What follows belongs to an exercise in optimizing a design on an open flow for small area; a production flow would make more cautious choices. Only simulation tests tie the RTL to the original design; equivalence was not proved. Power and IR drop assume default switching activity.

## red
==> flow/design.v (excerpt) <==
module riscv_pipeline #(
    parameter logic [31:0] initial_pc = 32'h0040_0000
) (
    input  logic        clk,
    input  logic        rst,
    input  logic [31:0] instruction,
    input  logic [31:0] d_read_data,
    output logic [31:0] pc,
    output logic [31:0] alu_result,
    output logic [31:0] d_address,
    output logic [31:0] d_write_data,
    output logic [31:0] write_back_data,
    output logic        mem_read,
    output logic        mem_write
);
Size: about 3300 cells after synthesis, about 1300 flip-flops, roughly 230 I/O pins, about 52000 um2 of cells after synthesis.
clock: 10.0 ns
lec_check: 0
cap_margin: 20
core_margin: 2
core_utilization: 65
cts_buf_list: sky130_fd_sc_hd__clkbuf_8
cts_cluster_diameter: 60
cts_cluster_size: 16
slew_margin: 20
synth_hierarchical: 1
synth_minimum_keep_size: 0
standard.sh (not shown) runs the stock make flow with config.mk's settings and CLKGATE_MAP_FILE= SYNTH_SCRIPT=/design/flow/synth_recipe.tcl, a recipe that flattens the netlist after the stock synthesis.
==> flow/flow/run.sh <==
#!/bin/bash
# The standard layout (standard.sh) with two changes that only affect how
# the layout is built:
#  - single-strength buffers on the ports instead of the delay-cell buffers
#    ORFS picks by default;
#  - clock tree synthesis without dummy load cells.
set -euo pipefail
export BUFFER_PORTS_ARGS="-buffer_cell sky130_fd_sc_hd__buf_1"
export CTS_ARGS="-sink_clustering_enable -repair_clock_nets -dont_use_dummy_load -buf_list sky130_fd_sc_hd__clkbuf_8 -sink_clustering_size 16 -sink_clustering_max_diameter 60"
bash standard.sh > standard.log 2>&1
In summary, red completed successfully, with a layout that passed the timing, DRC and antenna checks.
Setup changes, red to blue
Settings: PLACE_DENSITY newly set to 0.8.
==> comparison <==
The logic gate share of total power of blue is higher than that of red.
Routed wire in blue totals less than in red.
Comparing red and blue, the higher ratio of routed vias to standard cells is on blue.
Wire length of the first global-routing pass: blue vs red down 1.4%
Compared with red, blue shows sequential cell fraction of total power lower by 0.2 points.
Taking red as the reference point, the routing usage on met1 of blue falls by 2.6 points.
For the overall power consumption, blue came in about 0.4% higher than red did.
The register-to-register path setup slack reported for blue is smaller than that of red by 80 ps.
blue -> red: leakage power summed over all cells flat
Area used by multi-input combinational logic: blue vs red — no meaningful difference

* * *

riscv_pipeline, a different RTL version from the one above (not shown whole).
Size in the first run: ~3300 cells after synthesis, ~1300 flip-flops, roughly 230 I/O pins, ~52000 um2 of cells after synthesis.
Settings: LEC_CHECK=0, CAP_MARGIN=20, CORE_MARGIN=2, CORE_UTILIZATION=40, CTS_BUF_LIST=sky130_fd_sc_hd__clkbuf_8, CTS_CLUSTER_DIAMETER=60, CTS_CLUSTER_SIZE=16, SLEW_MARGIN=20, SYNTH_HIERARCHICAL=1, SYNTH_MINIMUM_KEEP_SIZE=0; clock period 10.0 ns.
Scripts as last shown in full above: flow/flow/run.sh
==> next run, changes <==
- CORE_UTILIZATION: 40 -> 55
After rerunning: The changed run finished clean; non-clock buffer count increases by 6; via count climbs slightly; die area goes down by a quarter to a third; final cell count shrinks by a little under a tenth; design area decreases slightly; fmax goes down by a few percent; wire length shrinks slightly; total power goes up slightly; combinational power hardly moves.

* * *

Setup of run A:
Another version of the RTL of riscv_pipeline (not shown whole).
Size in the first run: roughly 3,300 cells after synthesis, about 1,300 flip-flops, roughly 52,000 µm² of cells after synthesis.
Settings: LEC_CHECK=0, CAP_MARGIN=20, CORE_MARGIN=2, CORE_UTILIZATION=40, CTS_BUF_LIST=sky130_fd_sc_hd__clkbuf_8, CTS_CLUSTER_DIAMETER=60, CTS_CLUSTER_SIZE=16, SLEW_MARGIN=20, SYNTH_HIERARCHICAL=1, SYNTH_MINIMUM_KEEP_SIZE=0; clock period 10.0 ns.
==> flow/flow/run.sh <==
#!/bin/bash
# The standard layout (standard.sh), with single-strength buffers on the
# ports instead of the delay-cell buffers ORFS picks by default.
set -euo pipefail
export BUFFER_PORTS_ARGS="-buffer_cell sky130_fd_sc_hd__buf_1"
bash standard.sh > standard.log 2>&1
Both conditions hold for run A: the flow ran to the end and the final layout passed the timing, DRC and antenna checks.
Edits applied to the flow inputs when going from run A to run E:
==> flow/flow/run.sh <==
#!/bin/bash
# The standard layout (standard.sh) with three changes that only affect how
# the layout is built:
#  - single-strength buffers on the ports instead of the delay-cell buffers
#    ORFS picks by default;
#  - clock tree synthesis without dummy load cells;
#  - power recovery (downsizing off-critical cells) after global routing.
set -euo pipefail
export BUFFER_PORTS_ARGS="-buffer_cell sky130_fd_sc_hd__buf_1"
export CTS_ARGS="-sink_clustering_enable -repair_clock_nets -dont_use_dummy_load -buf_list sky130_fd_sc_hd__clkbuf_8 -sink_clustering_size 16 -sink_clustering_max_diameter 60"
export RECOVER_POWER=100
bash standard.sh > standard.log 2>&1
Notes after the runs:
- In the flow results for run E and run A, the area of all placed cells without fillers is smaller on run E.
- There was hardly any difference in first-pass GRT wire length between run E and run A.
- On register-to-register slack, run E does worse than run A.
- Going from run A to run E, the count of placed standard cells in the final layout, fillers left out was found to have gone down by about 1.3%.
- Run E — length of the first detailed-routing pass in iterations 3 higher, run A as reference
- When the final numbers for run E and run A were put side by side, the clock buffer count turned out to be smaller in run E.
- Net switching power in run E vs run A: down 4.9%
- Higher leakage power among run E and run A: run A
- On worst hold slack after final layout, run E does worse than run A.
- Cmp run E vs run A: synthesis-to-layout area growth lower in run E
- Run E -> stages 100% | layout checks FAIL | capacitance limit, slew limit

==> port drivers added, routing unchanged <==
How much do the figures lean on ideal ports? The routed layouts below were timed once more, with nothing changed but the port constraints. Step 1 (the two cells are an assumption about what drives the block):
set clk [get_ports {clk}]
set_driving_cell -lib_cell sky130_fd_sc_hd__clkbuf_16 $clk
set_driving_cell -lib_cell sky130_fd_sc_hd__buf_2 [delete_from_list [all_inputs] $clk]
Step 2, shift: input delay + t, output delay - t, t = (earliest + latest rising clock arrival at the registers) / 2. This alone moves slack from input paths to output paths. Three values: ideal ports, drivers, drivers and shift; two values: the first two.
run | t (ns) | setup slack, ns | worst setup path at the end | latest minus earliest clock arrival (ns) | cell pins on the clock port's net
red | 0.795 | 0.943 / 0.872 / 1.667 | register to output | 0.116 / 0.116 | 1
blue | 0.795 | 0.828 / 0.761 / 1.556 | register to output | 0.136 / 0.136 | 1
the first run of note 2 | 0.842 | 0.859 / 0.788 / 1.629 | register to output | 0.151 / 0.151 | 1
the second run of note 2 | 0.854 | 0.656 / 0.579 / 1.433 | register to output | 0.088 / 0.088 | 1
run A | 0.907 | 0.538 / 0.461 / 1.368 | register to output | 0.083 / 0.083 | 1
run E | 0.875 | 0.409 / 0.332 / 1.186 | input to output | 0.134 / 0.133 | 1
